Background: an optimization exercise with open tools, aiming at small area. Do not read the settings as production practice. No run shown here included a check of the RTL's function; only the layout flow was run. Power figures rest on the tool's default switching activity, not on a simulated workload.

==> flow/design.v <==
`timescale 1ns/1ps
`default_nettype none
package aipPkg;
  typedef logic [32-1:0]     data_t;
  typedef logic [5-1:0]     code_t;
  typedef logic [5-1:0] memAddr_t;
  typedef logic [8-1:0]   statusBits_t;
  typedef struct packed {
    logic [32-3*8-1:0] zero;
    statusBits_t mask;
    statusBits_t flags;    
    statusBits_t status;   
  } statusRead_t;
  typedef struct packed {
    logic [32-3*8-1:0] unusedHi;
    statusBits_t newMask;
    statusBits_t clear;
    statusBits_t unusedLo;
  } statusWrite_t;
  typedef union packed {
    statusRead_t  rd;
    statusWrite_t wr;
  } statusWord_u;
  typedef enum logic [1:0] {
    SEL_MEMOUT = 2'd0,
    SEL_STATUS = 2'd1,
    SEL_ID     = 2'd2
  } readSel_t;
endpackage
`default_nettype wire
`timescale 1ns/1ps
`default_nettype none
`default_nettype wire
`timescale 1ns/1ps
`default_nettype none
module aipRegFile (
  input  wire logic        clk,
  input  wire logic        we_i,
  input  wire logic [4:0]  wrAddr_i,
  input  wire logic [31:0] wrData_i,
  input  wire logic [4:0]  rdAddr_i,
  output logic      [31:0] rdData_o
);
  logic [31:0] mem [0:31];
  logic [31:0] rdSel;
  always_ff @(posedge clk) begin
    if (we_i)
      mem[wrAddr_i] <= wrData_i;
  end
  assign rdSel = 32'd1 << rdAddr_i;
  always_comb begin
    rdData_o = '0;
    for (int i = 0; i < 32; i++)
      rdData_o = rdData_o | ({32{rdSel[i]}} & mem[i]);
  end
endmodule
`default_nettype wire
`timescale 1ns/1ps
`default_nettype none
`default_nettype wire
`timescale 1ns/1ps
`default_nettype none
module aipTop (
  input  wire logic  clk,
  input  wire logic  rst,
  input  wire logic  en_i,
  input  aipPkg::code_t      configAIP_i,
  input  aipPkg::data_t      dataInAIP_i,
  input  wire logic  writeAIP_i,
  input  wire logic  readAIP_i,
  input  wire logic  startAIP_i,
  output aipPkg::data_t      dataOutAIP_o,
  output logic       intAIP_o,
  input  aipPkg::memAddr_t   rdAddrMemIn0_i,
  input  aipPkg::memAddr_t   rdAddrMemIn1_i,
  input  aipPkg::data_t      wrDataMemOut_i,
  input  aipPkg::memAddr_t   wrAddrMemOut_i,
  input  wire logic  wrEnMemOut_i,
  input  aipPkg::statusBits_t statusIPcore_i,
  input  aipPkg::statusBits_t intIPCore_i,
  output aipPkg::data_t      rdDataMemIn0_o,
  output aipPkg::data_t      rdDataMemIn1_o,
  output aipPkg::data_t      rdDataConfigReg_o,
  output logic       startIPcore_o
);
  logic [4:0]  ptrIn0, ptrIn1, ptrOut;
  logic [31:0] confReg;
  logic [7:0]  flagReg, maskReg;
  logic        intReg;
  logic [31:0] rdDataMemOut;
  logic isC0, isC1, isC2, isC3, isC4, isC5, isC6, isC30;
  assign isC0  = (configAIP_i == 5'd0);
  assign isC1  = (configAIP_i == 5'd1);
  assign isC2  = (configAIP_i == 5'd2);
  assign isC3  = (configAIP_i == 5'd3);
  assign isC4  = (configAIP_i == 5'd4);
  assign isC5  = (configAIP_i == 5'd5);
  assign isC6  = (configAIP_i == 5'd6);
  assign isC30 = (configAIP_i == 5'd30);
  logic wrIn0, wrIn1, wrConf, wrStatus;
  assign wrIn0    = writeAIP_i & isC0;
  assign wrIn1    = writeAIP_i & isC2;
  assign wrConf   = writeAIP_i & isC6;
  assign wrStatus = writeAIP_i & isC30;
  assign startIPcore_o = startAIP_i;
  always_ff @(posedge clk or negedge rst) begin
    if (!rst) begin
      ptrIn0 <= '0;
      ptrIn1 <= '0;
      ptrOut <= '0;
    end else if (en_i) begin
      if (writeAIP_i & isC1)     ptrIn0 <= dataInAIP_i[4:0];
      else if (wrIn0)            ptrIn0 <= ptrIn0 + 5'd1;
      if (writeAIP_i & isC3)     ptrIn1 <= dataInAIP_i[4:0];
      else if (wrIn1)            ptrIn1 <= ptrIn1 + 5'd1;
      if (writeAIP_i & isC5)     ptrOut <= dataInAIP_i[4:0];
      else if (readAIP_i & isC4) ptrOut <= ptrOut + 5'd1;
    end
  end
  always_ff @(posedge clk or negedge rst) begin
    if (!rst)
      confReg <= '0;
    else if (wrConf)
      confReg <= dataInAIP_i;
  end
  assign rdDataConfigReg_o = confReg;
  always_ff @(posedge clk or negedge rst) begin
    if (!rst) begin
      flagReg <= '0;
      maskReg <= '0;
      intReg  <= 1'b0;
    end else begin
      flagReg <= (flagReg & ~(wrStatus ? dataInAIP_i[15:8] : 8'h00)) | intIPCore_i;
      if (wrStatus)
        maskReg <= dataInAIP_i[23:16];
      intReg <= |(flagReg & maskReg);
    end
  end
  assign intAIP_o = intReg;
  aipRegFile memIn0_i (
    .clk(clk), .we_i(wrIn0), .wrAddr_i(ptrIn0), .wrData_i(dataInAIP_i),
    .rdAddr_i(rdAddrMemIn0_i), .rdData_o(rdDataMemIn0_o));
  aipRegFile memIn1_i (
    .clk(clk), .we_i(wrIn1), .wrAddr_i(ptrIn1), .wrData_i(dataInAIP_i),
    .rdAddr_i(rdAddrMemIn1_i), .rdData_o(rdDataMemIn1_o));
  aipRegFile memOut_i (
    .clk(clk), .we_i(wrEnMemOut_i), .wrAddr_i(wrAddrMemOut_i), .wrData_i(wrDataMemOut_i),
    .rdAddr_i(ptrOut), .rdData_o(rdDataMemOut));
  always_comb begin
    if (isC4)
      dataOutAIP_o = rdDataMemOut;
    else if (isC30)
      dataOutAIP_o = {8'h00, maskReg, flagReg, statusIPcore_i};
    else
      dataOutAIP_o = 32'h0000_0001;
  end
endmodule
`default_nettype wire
==> flow/run.sh <==
#!/bin/bash
# synth_recipe.tcl (not shown) runs the flow's synth.tcl, then flattens the netlist and writes it again
# the make line also repeats each setting of config.mk as NAME=value (left out here)
make -C /OpenROAD-flow-scripts/flow DESIGN_CONFIG=/design/flow/config.mk WORK_HOME=/design/flow/orfs CLKGATE_MAP_FILE= SYNTH_SCRIPT=/design/flow/synth_recipe.tcl finish
==> flow/config.mk <==
export PLATFORM = sky130hd
export DESIGN_NAME = aipTop
export DESIGN_NICKNAME = aipTop
export VERILOG_FILES = /design/flow/design.v
export SDC_FILE = /design/flow/constraint.sdc
export NUM_CORES = 4
export LEC_CHECK = 0
export CAP_MARGIN = 20
export CORE_MARGIN = 2
export CORE_UTILIZATION = 40
export SETUP_SLACK_MARGIN = 0.2
export SLEW_MARGIN = 20
==> flow/constraint.sdc <==
create_clock -name core_clock -period 6.0 [get_ports {clk}]
set_input_delay 1.2000 -clock core_clock [delete_from_list [all_inputs] [get_ports {clk}]]
set_output_delay 1.2000 -clock core_clock [all_outputs]
set_load 0.01 [all_outputs]
==> results of run 1 <==
## cells by family after synthesis
kind of cell | after synthesis
and+or+nand+nor | 1083
buffers and inverters | 396
adders and majority gates | 14
AOI/OAI and AO/OA | 1664
muxes | 162
DFF | 3136
## per-layer routing
| metal | vias to the layer above | GRT usage [%] | wire length, um |
|---|---|---|---|
| met5 | - | 0 | 124 |
| met4 | 20 | 11.3 | 19600 |
| met3 | 949 | 5.70 | 51300 |
| met2 | 5525 | 44.0 | 195000 |
| met1 | 37034 | 37.0 | 151000 |
| li1 | 28271 | - | - |
## state kept, by name, indices dropped and copies added, names as in the netlist
name	count
memIn0_i.mem	1024
memOut_i.mem	1024
confReg	32
ptrIn0	5
ptrIn1	5
memIn1_i.mem	1024
intReg	1
maskReg	8
ptrOut	5
flagReg	8
## final cells by class
cell class | count | area share (%)
diodes | 14 | 0.0256
clock buffers | 405 | 6.24
clock inverters | 179 | 1.23
inverters | 18 | 0.0493
multi-input cells | 2923 | 15.7
flip-flops and latches | 3136 | 68.5
well taps | 3781 | 3.45
repair buffers | 727 | 4.86
## per-stage QoR
stage          util, %  hold WS, ns  TNS (ns)  area (um2)  instances
2_1_floorplan        -        0.472         0      116000       6455
3_3_place_gp      43.9        0.492    -0.114      126000      10559
6_report          47.6        0.149         0      137000      11183
4_1_cts           47.5       0.0930         0      137000      11155
3_5_place_dp      43.9        0.494    -0.182      126000      10560
5_1_grt           47.6        0.121         0      137000      11173
## how the worst max path moves through the flow
| stage | to | slack (ns) | startpoint |
|---|---|---|---|
| floorplan | memIn0_i.mem[12][0] | 1.87 | configAIP_i[3] |
| global placement | rdDataMemIn1_o[29] | -0.11 | rdAddrMemIn1_i[2] |
| detailed placement | rdDataMemIn1_o[29] | -0.17 | rdAddrMemIn1_i[2] |
| CTS | dataOutAIP_o[15] | 0.08 | ptrOut[2] |
| global route | dataOutAIP_o[12] | 0.15 | ptrOut[1] |
| finish | dataOutAIP_o[15] | 0.16 | ptrOut[2] |
## worst max-delay path: stages (launching register included)
cell	delay [ns]
dfrtp_4	0.54
buf_12	0.21
nor2_1	0.91
buf_4	0.35
a22o_1	0.17
a222oi_1	0.07
a21oi_1	0.24
nor4_2	0.08
a21oi_2	0.34
clkdlybuf4s50_1	0.64
## what timing repair did
action,CTS,global route
pin swaps,3,7
resized for setup,23,19
hold buffers,0,0
endpoints found under the setup margin,60,18
buffers inserted,11,13
## cells in the final DEF (no fill, tap or decap), types with 28 or more instances in the layout
master / instances
clkbuf_16: 328
clkinv_2: 63
nand2_1: 294
a21oi_1: 91
clkbuf_1: 72
buf_4: 424
edfxtp_1: 3072
a32oi_1: 48
nand3_1: 52
a222oi_1: 28
nand4_1: 181
mux2_2: 68
buf_12: 68
clkinv_1: 69
nor3_1: 67
clkdlybuf4s50_1: 175
o21ai_0: 53
a22oi_1: 1127
mux2i_1: 89
buf_2: 53
a22o_1: 82
nor2_4: 147
nor4_1: 33
a221oi_1: 74
nor2_1: 97
dfrtp_1: 61
## power by group through the flow
stage,combinational (mW),clock (mW),sequential [mW]
floorplan,1.32,0,24.8
global placement,3.28,0,24.8
detailed placement,3.32,0,24.8
CTS,3.36,19.7,24.3
global route,3.54,20.5,24.3
finish,3.44,19.6,24.3
==> results.py, run 1 <==
metrics = {
    "yosys": {
        "synth_nets": 6576,
        "synth_area_leaders": "edfxtp_1 80%, a22oi_1 7.3%, dfrtp_1 1.4%",
        "synth_top_family_by_area": "compound AO/OA/AOI/OAI gates",
        "ys_seq_area_share_pct": 81.0,
        "synth-simple-area-share_pct": 4.78,
        "synth-edff-count": 3072,
        "yosysTopAreaCellShare_pct": 79.6,
        "synthCells": 6455,
        "synth_compound_area_share_pct": 10.9,
        "synth-seq-cells": 3136,
        "synthTopCellsByCount": "3,072 x edfxtp_1, 1,128 x a22oi_1, 297 x nand2_1",
        "async_flop_share_pct": 2.04,
        "synthDistinctLibCells": 83,
        "synth_fa_ha_area_share_pct": 0.151,
        "synth_top_cell_by_area": "edfxtp_1",
        "synth_most_common_cell": "edfxtp_1",
        "synth_xor_area_share_pct": 0,
        "yosys_warnings": 2,
        "synth_ff_type": "edfxtp_1",
        "synth_mux_area_share_pct": 1.49,
        "netlist_area_mm2": 0.116,
        "synth_area_per_cell_um2": 18.0,
    },
    "pwr": {
        "p_int_mw": 36.3,
        "ir_drop_mv": 0.245,
        "p_sw_share_pct": 23.4,
        "switchingPower_mw": 11.1,
        "combPwrFrac_pct": 7.3,
        "fin_total_pwr_mw": 47.4,
        "power.density_mw_per_mm2": 346,
        "p_leak_nw": 43.1,
        "p_clk_share_pct": 41.4,
        "seq_power_share_pct": 51.4,
    },
    "place": {
        "globalplace.congestion": 0.860,
        "io_buffer_count": 234,
        "dp_slack_ns": -0.168,
        "hpwl_um": 243000,
    },
    "final_layout": {
        "syn_to_final_growth_pct": 18.2,
        "drive_gt1_share_pct": 17.7,
        "layout.nets": 7251,
        "regArea_mm2": 0.0939,
        "multi_input_area_mm2": 0.0215,
        "fillerInstances": 23824,
    },
    "sta": {
        "timing.final.ws_setup_ns": 0.162,
        "fin_crit_sh_pct": 97.3,
        "relSlewSlack_pct": 20.8,
        "hold_violations": 0,
        "fin_crit_ns": 5.84,
        "worst_pin_slew_ns": 1.19,
        "finalMaxSlewViolations": 0,
        "fmax_mhz": 171,
        "rsz0062_at_grt": "yes",
        "setup_viol": 0,
        "skew_ns": 0.0811,
    },
    "flow_run": {
        "cap_viol_max_count": 0,
    },
    "clock_network": {
        "cts_buffers": 324,
        "clock_sinks": 3136,
        "cts_tree": "yes",
        "htree_levels": 5,
        "cts_buffer_depth": 4,
        "root_buffer": "clkbuf_16",
        "clk_latency_ns": 0.94,
        "path_clk_slew_ns": 0.06,
    },
    "global_routing": {
        "grt_max_degree": 90,
        "antenna_found_initial": 39,
        "grt_overflow": 0,
        "grt_usage_pct": 27.6,
        "grt_first_pass_wirelength_um": 565000,
        "grt_pass1_vias": 68647,
    },
    "die": {
        "std_cell_rows": 197,
        "io_pins": 237,
        "chipWidth_um": 542,
        "coreArea_mm2": 0.288,
        "die-area_mm2": 0.294,
        "die_height_um": 542,
        "start_util_pct": 40.2,
    },
    "detailed_routing": {
        "drc_errors": 0,
        "ant_nets": 0,
        "routedWlPerCell_um": 37.2,
        "drt-initial-drc-count": 12606,
        "route.vias.total": 71799,
        "routed_wirelength_um": 417000,
        "via_per_inst": 6.42,
        "drt-pass1-iter-count": 8,
    },
    "setup_path": {
        "worstPathRequired_ns": 4.80,
        "crit_path_max_fanout": 89,
        "path_class": "reg2out",
        "worstSetupStartpointType": "register",
        "r2r-end": "memIn0_i.mem[4][16]",
        "worst-r2r-setup-slack_ns": 3.16,
        "cp.arrival_ns": 4.64,
        "timing.rr.start": "ptrIn0[0]",
        "end_kind": "output port",
        "rr_worst_depth": 5,
    },
    "worst_hold_path": {
        "min_path_type": "in2async",
    },
    "outcome": {
        "status": "complete, no violations",
    },
}
==> run 2, diff against run 1 <==
==> flow/config.mk (replaced) <==
export PLATFORM = sky130hd
export DESIGN_NAME = aipTop
export DESIGN_NICKNAME = aipTop
export VERILOG_FILES = /design/flow/design.v
export SDC_FILE = /design/flow/constraint.sdc
export NUM_CORES = 4
export LEC_CHECK = 0
export CAP_MARGIN = 10
export CORE_MARGIN = 2
export CORE_UTILIZATION = 60
export CTS_BUF_LIST = sky130_fd_sc_hd__clkbuf_8
export CTS_CLUSTER_DIAMETER = 60
export CTS_CLUSTER_SIZE = 14
export SETUP_SLACK_MARGIN = 0.05
export SLEW_MARGIN = 10
==> results.py, run 2 <==
metrics = {
    "outcome": {
        "status": "finished with violations",
        "so_faults": "setup timing",
    },
    "yosys": {
        "synth_compound_area_share_pct": 10.9,
        "synthTopCellsByCount": "3,072 x edfxtp_1, 1,128 x a22oi_1, 297 x nand2_1",
        "synth_area_leaders": "edfxtp_1 80%, a22oi_1 7.3%, dfrtp_1 1.4%",
        "synth_nets": 6576,
        "async_flop_share_pct": 2.04,
        "synth_most_common_cell": "edfxtp_1",
        "synth_fa_ha_area_share_pct": 0.151,
        "synth_area_per_cell_um2": 18.0,
        "synth_mux_area_share_pct": 1.49,
        "synth-simple-area-share_pct": 4.78,
        "yosysTopAreaCellShare_pct": 79.6,
        "synth_top_cell_by_area": "edfxtp_1",
        "synth_ff_type": "edfxtp_1",
        "synth_xor_area_share_pct": 0,
        "synthDistinctLibCells": 83,
        "yosys_warnings": 2,
        "synthCells": 6455,
        "synth_top_family_by_area": "compound AO/OA/AOI/OAI gates",
        "netlist_area_mm2": 0.116,
        "synth-seq-cells": 3136,
        "synth-edff-count": 3072,
        "ys_seq_area_share_pct": 81.0,
    },
    "sta": {
        "fin_setup_tns_ns": -0.0152,
        "setup_viol": 1,
        "finalMaxSlewViolations": 0,
        "hold_violations": 0,
        "fin_crit_sh_pct": 100,
        "timing.final.ws_setup_ns": -0.0152,
        "fin_crit_ns": 6.02,
        "skew_ns": 0.0341,
        "fmax_mhz": 166,
        "rsz0062_at_grt": "yes",
        "holdWs_ns": 0.496,
        "worst_pin_slew_ns": 1.28,
        "relSlewSlack_pct": 14.3,
    },
    "setup_path": {
        "end_kind": "output port",
        "cp.arrival_ns": 4.82,
        "path_class": "reg2out",
        "worstSetupStartpointType": "register",
        "worstPathRequired_ns": 4.80,
        "crit_path_max_fanout": 35,
    },
    "detailed_routing": {
        "routed_wirelength_um": 405000,
        "drc_errors": 0,
        "route.vias.total": 71783,
        "drt-pass1-iter-count": 8,
        "via_per_inst": 7.39,
        "routedWlPerCell_um": 41.7,
        "drt-initial-drc-count": 13694,
        "ant_nets": 0,
    },
    "pwr": {
        "seq_power_share_pct": 61.9,
        "p_leak_nw": 40.6,
        "power.density_mw_per_mm2": 302,
        "combPwrFrac_pct": 9.2,
        "p_sw_share_pct": 24.1,
        "p_int_mw": 29.8,
        "p_clk_share_pct": 28.9,
        "switchingPower_mw": 9.44,
        "ir_drop_mv": 0.236,
    },
    "final_layout": {
        "drive_gt1_share_pct": 15.8,
        "layout.nets": 7205,
        "final_cell_mix": "3,072 x edfxtp_1, 1,128 x a22oi_1, 415 x buf_4, 297 x nand2_1, 289 x clkbuf_8",
        "fillerInstances": 12929,
        "top_regs": "memIn0_i.mem: 1024 flops, memIn1_i.mem: 1024 flops, memOut_i.mem: 1024 flops",
        "multi_input_area_mm2": 0.0215,
        "final_common_cell": "edfxtp_1",
        "syn_to_final_growth_pct": 12.0,
        "regArea_mm2": 0.0939,
    },
    "die": {
        "std_cell_rows": 161,
        "chipWidth_um": 444,
        "coreArea_mm2": 0.192,
        "io_pins": 237,
        "die_height_um": 444,
        "start_util_pct": 60.3,
        "die-area_mm2": 0.197,
    },
    "place": {
        "globalplace.congestion": 0.876,
        "hpwl_um": 237000,
        "io_buffer_count": 234,
    },
    "clock_network": {
        "root_buffer": "clkbuf_8",
        "clk_latency_ns": 1.08,
        "htree_levels": 5,
        "clock_sinks": 3136,
        "cts_tree": "yes",
        "path_clk_slew_ns": 0.10,
        "cts_buffers": 278,
        "cts_buffer_depth": 4,
    },
    "global_routing": {
        "grt_max_degree": 69,
        "antenna_found_initial": 24,
        "grt_pass1_vias": 68433,
        "grt_usage_pct": 40.9,
        "grt_overflow": 0,
        "grt_first_pass_wirelength_um": 552000,
    },
    "flow_run": {
        "cap_viol_max_count": 0,
    },
    "worst_hold_path": {
        "min_path_type": "in2async",
    },
}
run 2: cell counts after synthesis:
No cell type changed its count.
run 2: power by group through the flow:
stage / Combinational, mW / Sequential (mW) / Clock (mW)
global placement: 3.34 / 24.8 / 0
CTS: 3.51 / 24.3 / 11.4
global route: 3.67 / 24.3 / 12.1
finish: 3.61 / 24.3 / 11.3
detailed placement: 3.37 / 24.8 / 0
floorplan: 1.32 / 24.8 / 0
run 2: per-layer routing:
| metal | share of wire (%) | vias up | GRT usage, % |
|---|---|---|---|
| met2 | 45 | 6343 | 61.7 |
| li1 | - | 27881 | - |
| met3 | 14 | 1050 | 8.81 |
| met1 | 35 | 36501 | 58.2 |
| met5 | 0.014 | - | 0 |
| met4 | 5.3 | 8 | 18.6 |
run 2: layout make-up:
| type | instances | share of cell area (%) |
|---|---|---|
| clock buffer | 289 | 3.06 |
| antenna | 18 | 0.0347 |
| timing repair buffer | 727 | 5.29 |
| clock inverter | 74 | 0.262 |
| sequential | 3136 | 72.3 |
| multi-input combinational | 2923 | 16.6 |
| tap | 2526 | 2.43 |
| inverter | 18 | 0.0520 |
run 2: cells by family after synthesis:
logic type                 count (synthesis)
and+or+nand+nor                         1083
AOI/OAI and AO/OA                       1664
DFF                                     3136
buffers and inverters                    396
muxes                                    162
adders and majority gates                 14
run 2: worst paths after layout:
path	from	cells after the start	slack, ns	endpoint
min reg2reg	confReg[13]	1	0.51	confReg[13]
min in group core_clock	confReg[13]	1	0.51	confReg[13]
min	rst	2	0.50	flagReg[4]
max reg2reg	ptrIn1[0]	5	3.24	memIn1_i.mem[14][22]
max in group asynchronous	rst	3	4.38	ptrOut[3]
max	ptrOut[2]	7	-0.02	dataOutAIP_o[8]
run 2: stage by stage:
stage | std cells | power [mW] | setup WS, ns | area [um2] | util (%)
6_report | 9711 | 39.2 | -0.0152 | 130000 | 67.6
3_3_place_gp | 9313 | 28.1 | 0.340 | 125000 | 65.1
3_5_place_dp | 9313 | 28.2 | 0.299 | 125000 | 65.1
2_1_floorplan | 6455 | 26.1 | 1.87 | 116000 | -
4_1_cts | 9692 | 39.1 | 0.0549 | 130000 | 67.5
5_1_grt | 9702 | 40.1 | 0.0109 | 130000 | 67.5
run 2: repair_timing:
action,in CTS,in global routing
hold buffers,1,0
buffers inserted,14,0
setup endpoints to repair,32,6
cloned,1,0
resized for setup,33,3
hold endpoints to repair,10,0
pin swaps,4,1
run 2: worst max-delay path: stages (launching register included):
cell and delay [ns]:
dfrtp_4 0.60, bufbuf_16 0.40, and4b_1 0.27, a2111oi_0 0.93, nand3_1 0.24, nor4_2 0.65, o21ai_1 0.11, clkdlybuf4s50_1 0.52

==> re-timing with driven ports <==
The flow's constraints put no driver on any port. The routed layouts listed below were extracted and timed again, unchanged, in two steps. Step 1 (the two cells are an assumption about what drives the block):
set clk [get_ports {clk}]
set_driving_cell -lib_cell sky130_fd_sc_hd__clkbuf_16 $clk
set_driving_cell -lib_cell sky130_fd_sc_hd__buf_2 [delete_from_list [all_inputs] $clk]
Step 2, shift: input delay + t, output delay - t, t = (earliest + latest rising clock arrival at the registers) / 2. This alone moves slack from input paths to output paths. Three values: ideal, step 1, step 2; two values: the first two.
run | t, ns | setup WS [ns] | worst register clock-pin slew, ns
run 1 | 0.995 | 0.162 / 0.063 / 0.243 | 0.06 / 0.06
run 2 | 1.163 | -0.015 / -0.107 / 0.207 | 0.10 / 0.10
